Source: an optimization exercise on an open RTL-to-GDS flow (aim: small area). Production flows keep margins and buffers that such runs may drop.
Function was checked by simulation only, so behaviour that the tests miss may differ from the original.
Power is estimated from default activity; no workload was simulated.

===== flow/config.mk =====
export PLATFORM = sky130hd
export DESIGN_NAME = rv_top
export DESIGN_NICKNAME = rv_top
export VERILOG_FILES = /design/flow/design.v
export SDC_FILE = /design/flow/constraint.sdc
export NUM_CORES = 4
export LEC_CHECK = 0
export CAP_MARGIN = 20
export CORE_MARGIN = 2
export CORE_UTILIZATION = 40
export PLACE_DENSITY = 0.6
export SLEW_MARGIN = 20

===== flow/constraint.sdc =====
create_clock -name core_clock -period 10.0 [get_ports {clk_i}]
set_input_delay 2.0000 -clock core_clock [delete_from_list [all_inputs] [get_ports {clk_i}]]
set_output_delay 2.0000 -clock core_clock [all_outputs]
set_load 0.01 [all_outputs]

===== flow/design.v =====
`timescale 1ns/100ps
package rv_pkg;
    typedef logic [31:0] word_t;                        
    typedef logic [31:0] addr_t;                        
    typedef logic [4:0]  reg_idx_t;                     
    typedef logic [6:0]  opcode_t;                      
    localparam opcode_t OP_R      = 7'b0110011;         
    localparam opcode_t OP_I      = 7'b0010011;         
    localparam opcode_t OP_LOAD   = 7'b0000011;         
    localparam opcode_t OP_STORE  = 7'b0100011;         
    localparam opcode_t OP_BRANCH = 7'b1100011;         
    localparam opcode_t OP_JAL    = 7'b1101111;
    localparam opcode_t OP_LUI    = 7'b0110111;
    typedef logic [3:0] alu_op_e;
    localparam alu_op_e ALU_ADD    = 4'd0;
    localparam alu_op_e ALU_SUB    = 4'd1;              
    localparam alu_op_e ALU_AND    = 4'd2;
    localparam alu_op_e ALU_OR     = 4'd3;
    localparam alu_op_e ALU_XOR    = 4'd4;
    localparam alu_op_e ALU_SLL    = 4'd5;
    localparam alu_op_e ALU_SRL    = 4'd6;
    localparam alu_op_e ALU_SRA    = 4'd7;
    localparam alu_op_e ALU_PASS_B = 4'd8;              
    typedef logic [1:0] wb_sel_e;
    localparam wb_sel_e WB_ALU = 2'd0;                  
    localparam wb_sel_e WB_MEM = 2'd1;                  
    localparam wb_sel_e WB_PC4 = 2'd2;                  
    typedef logic [2:0] imm_fmt_e;
    localparam imm_fmt_e IMM_I = 3'd0;
    localparam imm_fmt_e IMM_S = 3'd1;
    localparam imm_fmt_e IMM_B = 3'd2;
    localparam imm_fmt_e IMM_J = 3'd3;
    localparam imm_fmt_e IMM_U = 3'd4;
    typedef logic [2:0] seq_state_e;
    localparam seq_state_e S_FETCH  = 3'd0;             
    localparam seq_state_e S_DECODE = 3'd1;             
    localparam seq_state_e S_EXEC   = 3'd2;             
    localparam seq_state_e S_MEM    = 3'd3;             
    localparam seq_state_e S_WB     = 3'd4;             
endpackage
`timescale 1ns/100ps
module rv_top #(
    parameter rv_pkg::addr_t RESET_PC = '0
) (
    input  logic          clk_i,
    input  logic          rst_i,
    output logic          wb_cyc_o,
    output logic          wb_stb_o,
    output logic          wb_we_o,
    output rv_pkg::addr_t wb_adr_o,
    output rv_pkg::word_t wb_dat_o,
    input  rv_pkg::word_t wb_dat_i,
    input  logic          wb_ack_i
);
    localparam logic [3:0] S_CLR  = 4'd0;               
    localparam logic [3:0] S_FET  = 4'd1;               
    localparam logic [3:0] S_EXW  = 4'd2;               
    localparam logic [3:0] S_EX   = 4'd3;               
    localparam logic [3:0] S_SHW  = 4'd4;               
    localparam logic [3:0] S_MEM  = 4'd5;               
    localparam logic [3:0] S_LWW  = 4'd6;               
    localparam logic [3:0] S_LWB  = 4'd7;               
    localparam logic [3:0] S_SWT  = 4'd8;               
    logic [3:0]  state_q;
    logic [4:0]  ph_q;                                  
    logic [5:0]  cnt_q;                                 
    logic        stb_q;
    logic        we_q;
    logic [31:0] a_q;                                   
    logic [31:0] d_q;                                   
    logic [31:0] i_q;                                   
    logic [31:0] p_q;                                   
    logic [4:0]  rd_q;
    logic [4:0]  sh_q;                                  
    logic        sign_q;
    logic        c_q;                                   
    logic        pc_c_q;                                
    logic        neq_q;                                 
    logic [6:0] op;
    logic [2:0] f3;
    logic       is_r, is_i, is_lui, is_jal, is_br, is_ld, is_st, is_alu;
    logic       is_sh, is_sll, is_sub, is_logic;
    assign op       = i_q[6:0];
    assign f3       = i_q[14:12];
    assign is_r     = (op == rv_pkg::OP_R);
    assign is_i     = (op == rv_pkg::OP_I);
    assign is_lui   = (op == rv_pkg::OP_LUI);
    assign is_jal   = (op == rv_pkg::OP_JAL);
    assign is_br    = (op == rv_pkg::OP_BRANCH);
    assign is_ld    = (op == rv_pkg::OP_LOAD);
    assign is_st    = (op == rv_pkg::OP_STORE);
    assign is_alu   = is_r | is_i;
    assign is_sh    = is_alu & (f3[1:0] == 2'b01);
    assign is_sll   = ~f3[2];
    assign is_sub   = is_r & (f3 == 3'b000) & i_q[30];
    assign is_logic = f3[2] & ~(f3[1:0] == 2'b01);     
    logic ph0, ph31;
    assign ph0  = (ph_q == 5'd0);
    assign ph31 = (ph_q == 5'd31);
    logic in_ex, act_ex, act_lwb, end_ex, end_lwb;
    assign in_ex   = (state_q == S_EXW) | (state_q == S_EX) | (state_q == S_SHW);
    assign act_ex  = (state_q == S_EX) | ((state_q == S_EXW) & ph0);
    assign act_lwb = (state_q == S_LWB) | ((state_q == S_LWW) & ph0);
    assign end_ex  = (state_q == S_EX) & ph31;
    assign end_lwb = (state_q == S_LWB) & ph31;
    logic [4:0] t;
    logic [4:0] ix;
    logic       iz;
    logic       immb;
    assign t = ph_q;
    always_comb begin
        ix = t;
        iz = 1'b0;
        if (act_lwb) begin
            ix = t;                                     
        end else if (is_lui) begin
            iz = (t < 5'd12);
        end else if (is_jal) begin
            if (t == 5'd0)       iz = 1'b1;
            else if (t < 5'd11)  ix = t + 5'd20;
            else if (t == 5'd11) ix = 5'd20;
            else if (t < 5'd20)  ix = t;
            else                 ix = 5'd31;
        end else if (is_br) begin
            if (t == 5'd0)       iz = 1'b1;
            else if (t < 5'd5)   ix = t + 5'd7;
            else if (t < 5'd11)  ix = t + 5'd20;
            else if (t == 5'd11) ix = 5'd7;
            else                 ix = 5'd31;
        end else if (is_st) begin
            if (t < 5'd5)        ix = t + 5'd7;
            else if (t < 5'd11)  ix = t + 5'd20;
            else                 ix = 5'd31;
        end else begin                                  
            if (t < 5'd11)       ix = t + 5'd20;
            else                 ix = 5'd31;
        end
    end
    assign immb = ~iz & i_q[ix];
    logic [31:0] rf [1:31];
    logic [31:0] tails;
    logic        rs1_t, rs2_t;
    always_comb begin
        tails[0] = 1'b0;
        for (int r = 1; r < 32; r++) tails[r] = rf[r][0];
    end
    assign rs1_t = tails[i_q[19:15]];
    assign rs2_t = tails[i_q[24:20]];
    logic a_t, b_t, bx, cin, sum, cout, alu_res;
    logic pc_t, pc_cin, pc_sum;
    assign a_t  = (is_br | is_jal) ? a_q[0] : rs1_t;
    assign b_t  = is_r ? rs2_t : immb;
    assign bx   = b_t ^ is_sub;
    assign cin  = ph0 ? is_sub : c_q;
    assign sum  = a_t ^ bx ^ cin;
    assign cout = (a_t & bx) | (a_t & cin) | (bx & cin);
    always_comb begin
        if (is_lui)
            alu_res = immb;
        else if (is_alu & is_logic)
            case (f3[1:0])
                2'b00:   alu_res = a_t ^ b_t;
                2'b10:   alu_res = a_t | b_t;
                default: alu_res = a_t & b_t;
            endcase
        else
            alu_res = sum;
    end
    assign pc_t   = a_q[0];
    assign pc_cin = ph0 ? 1'b0 : pc_c_q;
    assign pc_sum = pc_t ^ (t == 5'd2) ^ pc_cin;
    logic [4:0] tap;
    logic [5:0] q_plus_s;
    logic       sh_valid, sh_res;
    assign tap      = is_sll ? (5'd0 - sh_q) : sh_q;
    assign q_plus_s = {1'b0, t} + {1'b0, sh_q};
    assign sh_valid = is_sll ? (t >= sh_q) : ~q_plus_s[5];
    assign sh_res   = sh_valid ? d_q[tap] : (~is_sll & i_q[30] & sign_q);
    logic clr, ex_we, sh_we, rf_we, wdata, wbit;
    logic [31:1] sel;
    assign clr   = (state_q == S_CLR);
    assign ex_we = act_ex & ((is_alu & ~is_sh) | is_lui | is_jal);
    assign sh_we = in_ex & is_sh & cnt_q[5];
    assign rf_we = ex_we | sh_we | act_lwb;
    always_comb begin
        if (act_lwb)     wdata = immb;                  
        else if (sh_we)  wdata = sh_res;
        else if (is_jal) wdata = pc_sum;                
        else             wdata = alu_res;
    end
    assign wbit = wdata & ~clr;
    always_comb begin
        for (int r = 1; r < 32; r++) sel[r] = clr | (rf_we & (rd_q == 5'(r)));
    end
    always_ff @(posedge clk_i) begin
        for (int r = 1; r < 32; r++) begin
            rf[r] <= {(sel[r] ? wbit : rf[r][0]), rf[r][31:1]};
        end
    end
    logic        p_in;
    logic [31:0] p_n;
    always_comb begin
        if (clr)         p_in = RESET_PC[t];
        else if (act_ex) p_in = pc_sum;
        else             p_in = p_q[0];
    end
    assign p_n = {p_in, p_q[31:1]};
    always_ff @(posedge clk_i) begin
        p_q <= p_n;
    end
    logic neq_n, taken;
    assign neq_n = (ph0 ? 1'b0 : neq_q) | (rs1_t ^ rs2_t);
    assign taken = i_q[12] ^ ~neq_n;
    logic a_ld, a_sh, a_in;
    assign a_in = (is_ld | is_st | is_br | is_jal) ? sum : pc_sum;
    assign a_ld = (clr & ph31) | (end_ex & is_br & ~taken) | end_lwb |
                  ((state_q == S_SWT) & ph31);
    assign a_sh = act_ex;
    always_ff @(posedge clk_i) begin
        if (a_ld)      a_q <= p_n;
        else if (a_sh) a_q <= {a_in, a_q[31:1]};
    end
    logic d_sh, d_in;
    assign d_sh = (act_ex & is_st) | (in_ex & is_sh);
    assign d_in = is_st ? rs2_t : (cnt_q[5] ? d_q[0] : rs1_t);
    always_ff @(posedge clk_i) begin
        if (d_sh) d_q <= {d_in, d_q[31:1]};
    end
    always_ff @(posedge clk_i) begin
        c_q    <= cout;
        pc_c_q <= pc_t & (pc_cin | (t == 5'd2));
        neq_q  <= neq_n;
        cnt_q  <= cnt_q + 6'd1;
        if (in_ex & is_sh & ~cnt_q[5]) begin
            if (t < 5'd5) sh_q[t[2:0]] <= b_t;
            if (ph31)     sign_q <= rs1_t;
        end
        if ((state_q == S_FET) & wb_ack_i) begin
            rd_q  <= wb_dat_i[11:7];
            cnt_q <= 6'd0;
        end
        if (((state_q == S_FET) | ((state_q == S_MEM) & is_ld)) & wb_ack_i) begin
            i_q <= wb_dat_i;
        end
    end
    always_ff @(posedge clk_i) begin
        if (rst_i) begin
            state_q <= S_CLR;
            ph_q    <= 5'd0;
            stb_q   <= 1'b0;
        end else begin
            ph_q <= ph_q + 5'd1;
            case (state_q)
                S_CLR: if (ph31) begin
                    stb_q   <= 1'b1;
                    we_q    <= 1'b0;
                    state_q <= S_FET;
                end
                S_FET: if (wb_ack_i) begin
                    stb_q   <= 1'b0;
                    state_q <= S_EXW;
                end
                S_EXW: if (ph0) state_q <= S_EX;
                S_EX: if (ph31) begin
                    if (is_sh) begin
                        state_q <= S_SHW;
                    end else begin
                        stb_q   <= 1'b1;
                        we_q    <= is_st;
                        state_q <= (is_ld | is_st) ? S_MEM : S_FET;
                    end
                end
                S_SHW: if (cnt_q == 6'd63) begin
                    stb_q   <= 1'b1;
                    we_q    <= 1'b0;
                    state_q <= S_FET;
                end
                S_MEM: if (wb_ack_i) begin
                    stb_q   <= 1'b0;
                    state_q <= is_ld ? S_LWW : S_SWT;
                end
                S_LWW: if (ph0) state_q <= S_LWB;
                S_LWB: if (ph31) begin
                    stb_q   <= 1'b1;
                    we_q    <= 1'b0;
                    state_q <= S_FET;
                end
                S_SWT: if (ph31) begin
                    stb_q   <= 1'b1;
                    we_q    <= 1'b0;
                    state_q <= S_FET;
                end
                default: state_q <= S_CLR;
            endcase
        end
    end
    assign wb_cyc_o = stb_q;
    assign wb_stb_o = stb_q;
    assign wb_we_o  = we_q;
    assign wb_adr_o = a_q;
    assign wb_dat_o = d_q;
endmodule

===== flow/run.sh =====
#!/bin/bash
# synth_recipe.tcl (not shown) runs the flow's synth.tcl, then flattens the netlist and writes it again
# the make line also repeats each setting of config.mk as NAME=value (left out here)
make -C /OpenROAD-flow-scripts/flow DESIGN_CONFIG=/design/flow/config.mk WORK_HOME=/design/flow/orfs CLKGATE_MAP_FILE= SYNTH_SCRIPT=/design/flow/synth_recipe.tcl finish

==> results.tsv, run 1 <==
stage	metric	value	unit
clocking	cts_max_path_buffers	3	
sta	fmax	148	MHz
pwr	p_leak	13.1	nW
worst_setup_path	r2r_cells	23	
synth	synth-edff-count	108	
routing	wl_per_cell	15.7	um
floorplan	io_pins	102	
hold_path	hold_start	rf[27][1]$_DFF_P_	
place	place_hpwl	28700	um
floorplan	fp-row-count	98	
clocking	cts_buffers	101	
run_status	status	no timing/DRC/antenna violations	
sta	worst_pin_slew	1080	ps
synth	syn_area	0.0287	sq mm
grt	overflow	0	
grt	grt_pass1_wl	72800	um
synth	postSynthCellCount	1731	
sta	slew_violations	0	
pwr	peakVddDrop	0.168	mV
pwr	seqPwrFrac	53.5	%
pwr	p_per_area	266	mW/mm^2
routing	drtPass1Iterations	4	
cells_and_area	stdcell_area	0.0343	sq mm
routing	vias	13000	
floorplan	die-area	0.0739	sq mm
grt	grt_use_met3	2.92	%
sta	finalSetupTns	0	ps
clocking	cts_resized	0	
synth	synth_fp_nets	1790	
synth	synth_area_leaders	dfxtp_1 73%, edfxtp_1 11%, mux4_2 2.4%	
worst_setup_path	worstPathArrival	7350	ps
grt	grt_use_met2	18.9	%
cells_and_area	num-nets-final	1954	
synth	ys_seq_area_share	84.1	%
synth	synth_commonest_cells	1043 x dfxtp_1, 108 x edfxtp_1, 51 x nor2_1	
sta	hold_viol	0	
grt	grt-busiest-layer	met2	
flow_run	max_cap_viol_count	0	
routing	viasPerCell	4.42	
clocking	clk_latency	680	ps
worst_setup_path	crit_fanout	28	
pwr	p_int	7.20	mW
sta	final.setup.worst_slack	3230	ps
clocking	cts_root_buffer	clkbuf_16	
synth	yosys.area.top_type	dfxtp_1	
synth	yosys_warnings	2	
grt	grt.total_usage	12.5	%
place	pre_cts_slack	3250	ps
clocking	cts_tree	built	
hold_path	min_path_type	reg2reg	
hold_path	holdPathEnd	rf[27][0]$_DFF_P_	
pwr	swShare	21.1	%
sta	fin_crit_sh	67.7	%
pwr	p_switching	1.93	mW
clocking	post_cts_buffers	0	
pwr	power	9.13	mW
hold_path	holdPathStages	0	
pwr	p_clk_share	43.2	%
worst_setup_path	crit_required	10570	ps
routing	wirelength	45900	um
clocking	cts_hold_buf	0	
place	gp_congestion	0.825	
sta	fin_worst_skew	63.0	ps
worst_setup_path	rr_startpoint	ph_q[1]$_SDFF_PP0_	
grt	grt_start_max_net_pins	34	
synth	synth-seq-cells	1151	
pwr	p_comb_share	3.4	%
routing	ant_nets	0	
floorplan	start_util	40.3	%
place	dp_cells	2742	
worst_setup_path	worst-setup-path-type	reg2reg	
cells_and_area	area_growth	19.4	%
grt	antenna_found_initial	1	
floorplan	die_x	272	um
sta	rsz0062_at_grt	false	
sta	period_needed	6770	ps
grt	grtUsageMet1	17.5	%
synth	syn-mean-instance-area	16.6	sq um
floorplan	fp.dieH	272	um
worst_setup_path	crit-reg2reg-capture	rf[8][31]$_DFF_P_	
worst_setup_path	cp-end-kind	flop	
worst_setup_path	reg2reg_slack	3230	ps
synth	post-synth-top-area-fraction	72.8	%
sta	setup_viol	0	
synth	synth_ff_type	dfxtp_1	
synth	async_flop_share	0	%
sta	relSlewSlack	27.3	%
routing	drc	0	
worst_setup_path	cp-start-kind	flop	
place	dpl-instance-area	0.0307	sq mm
place	port_buffers	101	
floorplan	coreArea	0.0712	sq mm
routing	drt_iter0_markers	926	
cells_and_area	drive_gt1_share	13.0	%
clocking	clk_pin_slew_worst_paths	60	ps
cells_and_area	stdcell_count	2934	
grt	grt_pass1_vias	13200	
synth	yosysUniqueCellTypes	91	
synth	synth.most_common_cell	dfxtp_1	
clocking	h-tree-depth	3	
clocking	clkSinkCount	1151	
[stage by stage]
| step | hold slack (ps) | utilization (%) |
|---|---|---|
| after floorplan | 310 | - |
| after global placement | 310 | 43.1 |
| after detailed placement | 312 | 43.1 |
| after CTS | 270 | 48.1 |
| after global routing | 272 | 48.1 |
| final | 273 | 48.1 |
[worst max-delay path: stages (launching register included)]
cell,delay (ps)
dfxtp_1,690
inv_1,280
ha_1,390
nand3b_2,330
o311ai_1,210
o32ai_1,370
nor2_1,170
o21ai_4,380
mux2i_1,140
a221o_1,380
o22ai_1,210
o31ai_1,110
o22ai_1,530
mux2i_1,210
fa_1,530
a21oi_1,190
nand2_1,90
nor2_2,120
a21oi_1,70
o31ai_1,290
o311ai_2,210
and2_1,180
buf_4,250
o41ai_2,310
[state kept, by name, summed over array words and instances (netlist names), 4 cells and up]
signal,count
a_q,32
p_q,32
state_q,4
ph_q,5
rf,992
d_q,32
sh_q,5
rd_q,5
cnt_q,6
i_q,32
[worst max path at each step]
stage,slack [ps],start,to,cells after the start
finish,3230,ph_q[1]$_SDFF_PP0_,rf[8][31]$_DFF_P_,23
global route,2660,ph_q[1]$_SDFF_PP0_,rf[10][31]$_DFF_P_,23
CTS,3220,ph_q[1]$_SDFF_PP0_,rf[8][31]$_DFF_P_,23
detailed placement,3250,ph_q[1]$_SDFF_PP0_,rf[8][31]$_DFF_P_,23
global placement,3380,ph_q[1]$_SDFF_PP0_,rf[8][31]$_DFF_P_,23
floorplan,4520,ph_q[2]$_SDFF_PP0_,rf[9][31]$_DFF_P_,25
[logic make-up after synthesis]
family / after synthesis / share of synthesized area [%]
mux: 92 / 4.77
compound gates: 170 / 4.54
buf+inv: 72 / 1.30
simple gates: 209 / 3.84
xor+xnor: 13 / 0.423
flops: 1151 / 84.1
fa+ha+maj: 24 / 1.07
[routing by layer]
| metal | up-vias | part of all wire (%) |
|---|---|---|
| met5 | - | 0 |
| met3 | 84 | 5.4 |
| met1 | 6309 | 49 |
| met4 | 0 | 2.0 |
| li1 | 6259 | - |
| met2 | 316 | 43 |
[final cells by class]
class	instances	area [sq um]
inverter	24	90.1
timing repair buffer	109	1070
tap	950	1190
multi-input combinational	508	4230
clock buffer	140	2950
fill	6002	37000
antenna	3	7.51
clock inverter	49	598
sequential	1151	24100
[power by group through the flow]
stage | registers (mW) | clock network, mW | logic [mW]
final | 4.88 | 3.94 | 0.307
after global routing | 4.89 | 4.24 | 0.337
after CTS | 4.88 | 4.05 | 0.308
after detailed placement | 4.98 | 0 | 0.306
after global placement | 4.98 | 0 | 0.301
after floorplan | 4.93 | 0 | 0.248
[cells in the final DEF (no fill, tap or decap), types with 8 or more instances in the layout]
| cell | netlist | final |
|---|---|---|
| dfxtp_1 | 1043 | 1043 |
| edfxtp_1 | 108 | 108 |
| clkbuf_16 | 0 | 105 |
| clkdlybuf4s50_1 | 0 | 101 |
| nor2_1 | 51 | 50 |
| nand2_1 | 44 | 44 |
| nand3_1 | 36 | 35 |
| a21oi_1 | 31 | 31 |
| mux2_1 | 31 | 31 |
| mux4_2 | 30 | 30 |
| ha_1 | 23 | 23 |
| mux2i_1 | 21 | 21 |
| inv_1 | 21 | 21 |
| o21ai_0 | 21 | 21 |
| clkbuf_8 | 0 | 19 |
| clkinv_2 | 0 | 18 |
| clkbuf_1 | 19 | 16 |
| o21ai_2 | 15 | 15 |
| o31ai_1 | 14 | 13 |
| o211ai_1 | 11 | 11 |
| xnor2_1 | 10 | 10 |
| nand2b_1 | 9 | 9 |
| nor3_1 | 8 | 8 |
| nor2b_1 | 8 | 8 |
| buf_4 | 3 | 8 |
==> inputs of run 2 (changes only) <==
--- a/flow/config.mk
+++ b/flow/config.mk
@@ -8,5 +8,7 @@
 export CAP_MARGIN = 20
 export CORE_MARGIN = 2
 export CORE_UTILIZATION = 40
+export CTS_CLUSTER_DIAMETER = 60
+export CTS_CLUSTER_SIZE = 30
 export PLACE_DENSITY = 0.6
 export SLEW_MARGIN = 20
==> results.tsv, run 2 <==
stage	metric	value	unit	change
grt	antenna_found_initial	1		unchanged
place	place_hpwl	28700	um	unchanged
cells_and_area	layout_commonest_cell	dfxtp_1		unchanged
cells_and_area	area_growth	13.6	%	was 19.4%
synth	synth_fp_nets	1790		unchanged
synth	yosysUniqueCellTypes	91		unchanged
place	dpl-instance-area	0.0307	sq mm	unchanged
synth	yosys.area.top_type	dfxtp_1		unchanged
sta	hold_viol	0		unchanged
synth	yosys_warnings	2		unchanged
synth	async_flop_share	0	%	unchanged
synth	synth.most_common_cell	dfxtp_1		unchanged
synth	postSynthCellCount	1731		unchanged
sta	hold_ws	314	ps	was 273 ps
sta	fin_worst_skew	51.2	ps	was 63.0 ps
clocking	clkSinkCount	1151		unchanged
routing	wl_per_cell	15.7	um	about the same
worst_setup_path	cp-end-kind	flop		unchanged
sta	rsz0062_at_grt	false		unchanged
clocking	clk_latency	650	ps	was 680 ps
worst_setup_path	rr_startpoint	ph_q[1]$_SDFF_PP0_		unchanged
worst_setup_path	slowest_delay	700	ps	was 690 ps
floorplan	fp.dieH	272	um	unchanged
clocking	cts_root_buffer	clkbuf_16		unchanged
routing	wirelength	44600	um	was 45900 um
floorplan	die-area	0.0739	sq mm	unchanged
cells_and_area	stdcell_count	2836		was 2934
pwr	p_per_area	239	mW/mm^2	was 266 mW/mm^2
routing	vias	12600		was 13000
sta	setup_viol	0		unchanged
cells_and_area	fillers	6166		was 6002
floorplan	start_util	40.3	%	unchanged
grt	grt_start_max_net_pins	34		unchanged
synth	synth_area_leaders	dfxtp_1 73%, edfxtp_1 11%, mux4_2 2.4%		unchanged
worst_setup_path	crit_required	10530	ps	was 10570 ps
synth	synth_ff_type	dfxtp_1		unchanged
synth	synth-seq-cells	1151		unchanged
synth	syn-mean-instance-area	16.6	sq um	unchanged
hold_path	hold_start	rf[20][13]$_DFF_P_		was rf[27][1]$_DFF_P_
grt	grt_pass1_wl	70600	um	was 72800 um
floorplan	io_pins	102		unchanged
clocking	cts_hold_buf	0		unchanged
floorplan	coreArea	0.0712	sq mm	unchanged
sta	fin_crit_sh	67.1	%	was 67.7%
synth	syn_area	0.0287	sq mm	unchanged
hold_path	min_path_type	reg2reg		unchanged
clocking	cts_buffers	55		was 101
cells_and_area	stdcell_area	0.0326	sq mm	was 0.0343 sq mm
clocking	cts_resized	0		unchanged
cells_and_area	top_register	rf		unchanged
sta	finalSetupTns	0	ps	unchanged
worst_setup_path	crit_top_cell	o31ai_1		
worst_setup_path	crit_fanout	28		unchanged
grt	grt.total_usage	12.1	%	was 12.5%
synth	synth_commonest_cells	1043 x dfxtp_1, 108 x edfxtp_1, 51 x nor2_1		unchanged
pwr	peakVddDrop	0.152	mV	was 0.168 mV
synth	synth-edff-count	108		unchanged
clocking	h-tree-depth	2		was 3
worst_setup_path	worst-setup-path-type	reg2reg		unchanged
worst_setup_path	worstPathArrival	7250	ps	was 7350 ps
sta	fmax	149	MHz	was 148 MHz
clocking	cts_max_path_buffers	3		unchanged
routing	drtPass1Iterations	5		was 4
routing	drc	0		unchanged
place	port_buffers	101		unchanged
worst_setup_path	startpoint	ph_q[1]$_SDFF_PP0_		unchanged
worst_setup_path	slowest_stage	dfxtp_1		unchanged
sta	period_needed	6710	ps	was 6770 ps
floorplan	die_x	272	um	unchanged
grt	overflow	0		unchanged
routing	ant_nets	0		unchanged
synth	ys_seq_area_share	84.1	%	unchanged
worst_setup_path	crit_chain	inv_1 > ha_1 > nand3b_2 > o311ai_1 > o32ai_1 > nor2_1 > o21ai_4 > mux2i_1 > a221o_1 > o22ai_1 > o31ai_1 > o22ai_1 > mux2i_1 > fa_1 > a21oi_1 > nand2_1 > nor2_2 > a21oi_1 > o31ai_1 > o311ai_2 > and2_1 > buf_4 > o31ai_1		was inv_1 > ha_1 > nand3b_2 > o311ai_1 > o32ai_1 > nor2_1 > o21ai_4 > mux2i_1 > a221o_1 > o22ai_1 > o31ai_1 > o22ai_1 > mux2i_1 > fa_1 > a21oi_1 > nand2_1 > nor2_2 > a21oi_1 > o31ai_1 > o311ai_2 > and2_1 > buf_4 > o41ai_2
run_status	status	no timing/DRC/antenna violations		unchanged
synth	post-synth-top-area-fraction	72.8	%	unchanged
flow_run	max_cap_viol_count	0		unchanged
cells_and_area	num-nets-final	1908		was 1954
sta	final.setup.worst_slack	3290	ps	was 3230 ps
grt	grt_pass1_vias	12500		was 13200
worst_setup_path	cp-start-kind	flop		unchanged
place	gp_congestion	0.825		unchanged
cells_and_area	drive_gt1_share	9.30	%	was 13.0%
place	pre_cts_slack	3250	ps	unchanged
routing	viasPerCell	4.46		was 4.42
cells_and_area	largest_reg_flops	992		unchanged
sta	relSlewSlack	33.4	%	was 27.3%
clocking	post_cts_buffers	0		unchanged
pwr	p_leak	12.2	nW	was 13.1 nW
clocking	cts_tree	built		unchanged
clocking	clk_pin_slew_worst_paths	100	ps	was 60 ps
cells_and_area	most-common-layout-cells	1043 x dfxtp_1, 108 x edfxtp_1, 101 x clkdlybuf4s50_1		was 1043 x dfxtp_1, 108 x edfxtp_1, 105 x clkbuf_16
sta	worst_pin_slew	996	ps	was 1080 ps
sta	slew_violations	0		unchanged
place	dp_cells	2742		unchanged
floorplan	fp-row-count	98		unchanged
routing	drt_iter0_markers	898		was 926
[run 2: cell counts after synthesis]
Identical to the previous run, type by type.
[run 2: worst paths after layout]
check                                          end  slack, ps  cells past startpoint
worst max register to register   rf[6][31]$_DFF_P_       3290                     23
worst min register to register  rf[20][12]$_DFF_P_        310                      0
worst min-delay path            rf[20][12]$_DFF_P_        310                      0
worst max-delay path             rf[6][31]$_DFF_P_       3290                     23
[run 2: logic make-up after synthesis]
| family | Yosys count | synth area share [%] |
|---|---|---|
| AND/OR/NAND/NOR | 209 | 3.84 |
| AO/OA/AOI/OAI | 170 | 4.54 |
| flip-flops | 1151 | 84.1 |
| adder cells (fa/ha/maj) | 24 | 1.07 |
| multiplexers | 92 | 4.77 |
| XOR/XNOR | 13 | 0.423 |
| buffers and inverters | 72 | 1.30 |
[run 2: worst max-delay path: cells and delay by family (launching register included)]
family          cells  cell delay, ps
compound gates     12            3240
fa+ha+maj           2             910
buf+inv             2             530
flops               1             700
mux                 2             350
simple gates        5             880
[run 2: layout make-up]
| cell class | count | area [sq um] | area share [%] |
|---|---|---|---|
| diodes | 4 | 10.0 | 0.0307 |
| clock buffers | 63 | 1430 | 4.38 |
| clock inverters | 27 | 459 | 1.41 |
| inverters | 24 | 90.1 | 0.276 |
| multi-input cells | 508 | 4230 | 13.0 |
| flip-flops and latches | 1151 | 24100 | 74.0 |
| well taps | 950 | 1190 | 3.65 |
| repair buffers | 109 | 1070 | 3.29 |
[run 2: metrics by stage]
stage	power, mW	utilization (%)
2_1_floorplan	5.17	-
3_3_place_gp	5.28	43.1
3_5_place_dp	5.29	43.1
4_1_cts	7.90	45.7
5_1_grt	8.12	45.7
6_report	7.80	45.8
[run 2: report_power, final]
group | internal (mW) | leakage, nW | switching, mW | total (mW)
combinational | 0.128 | 1.96 | 0.179 | 0.307
sequential | 4.79 | 9.38 | 0.0915 | 4.88
clock | 1.12 | 0.900 | 1.49 | 2.61
total | 6.03 | 12.2 | 1.76 | 7.80
[run 2: routing by layer]
layer	vias up	track usage (%)	wire length, um	part of all wire [%]
met4	0	3.41	975	2.2
met2	291	18.4	19000	43
met3	84	2.37	2150	4.8
met5	-	0	0	0
li1	6109	-	-	-
met1	6156	17.5	22400	50

[port drivers added, routing unchanged]
No port has a modelled driver above. Below, the same layouts with a new extraction and two added sets of constraints. Step 1 sets driving cells, clkbuf_16 on the clock port and buf_2 on the other inputs (assumed; they add their load-dependent delay and slew). Step 2 also shifts input and output timing later by t, the mid clock arrival at the registers, as if the neighbouring blocks saw the same clock. Three values: ideal, step 1, step 2; two values: the first two.
| run | t, ns | setup WS [ns] | cell pins on the clock port's net |
|---|---|---|---|
| run 1 | 0.705 | 3.227 / 3.227 / 3.227 | 1 |
| run 2 | 0.687 | 3.287 / 3.287 / 3.287 | 1 |
After both steps setup and hold are still met in every run listed.
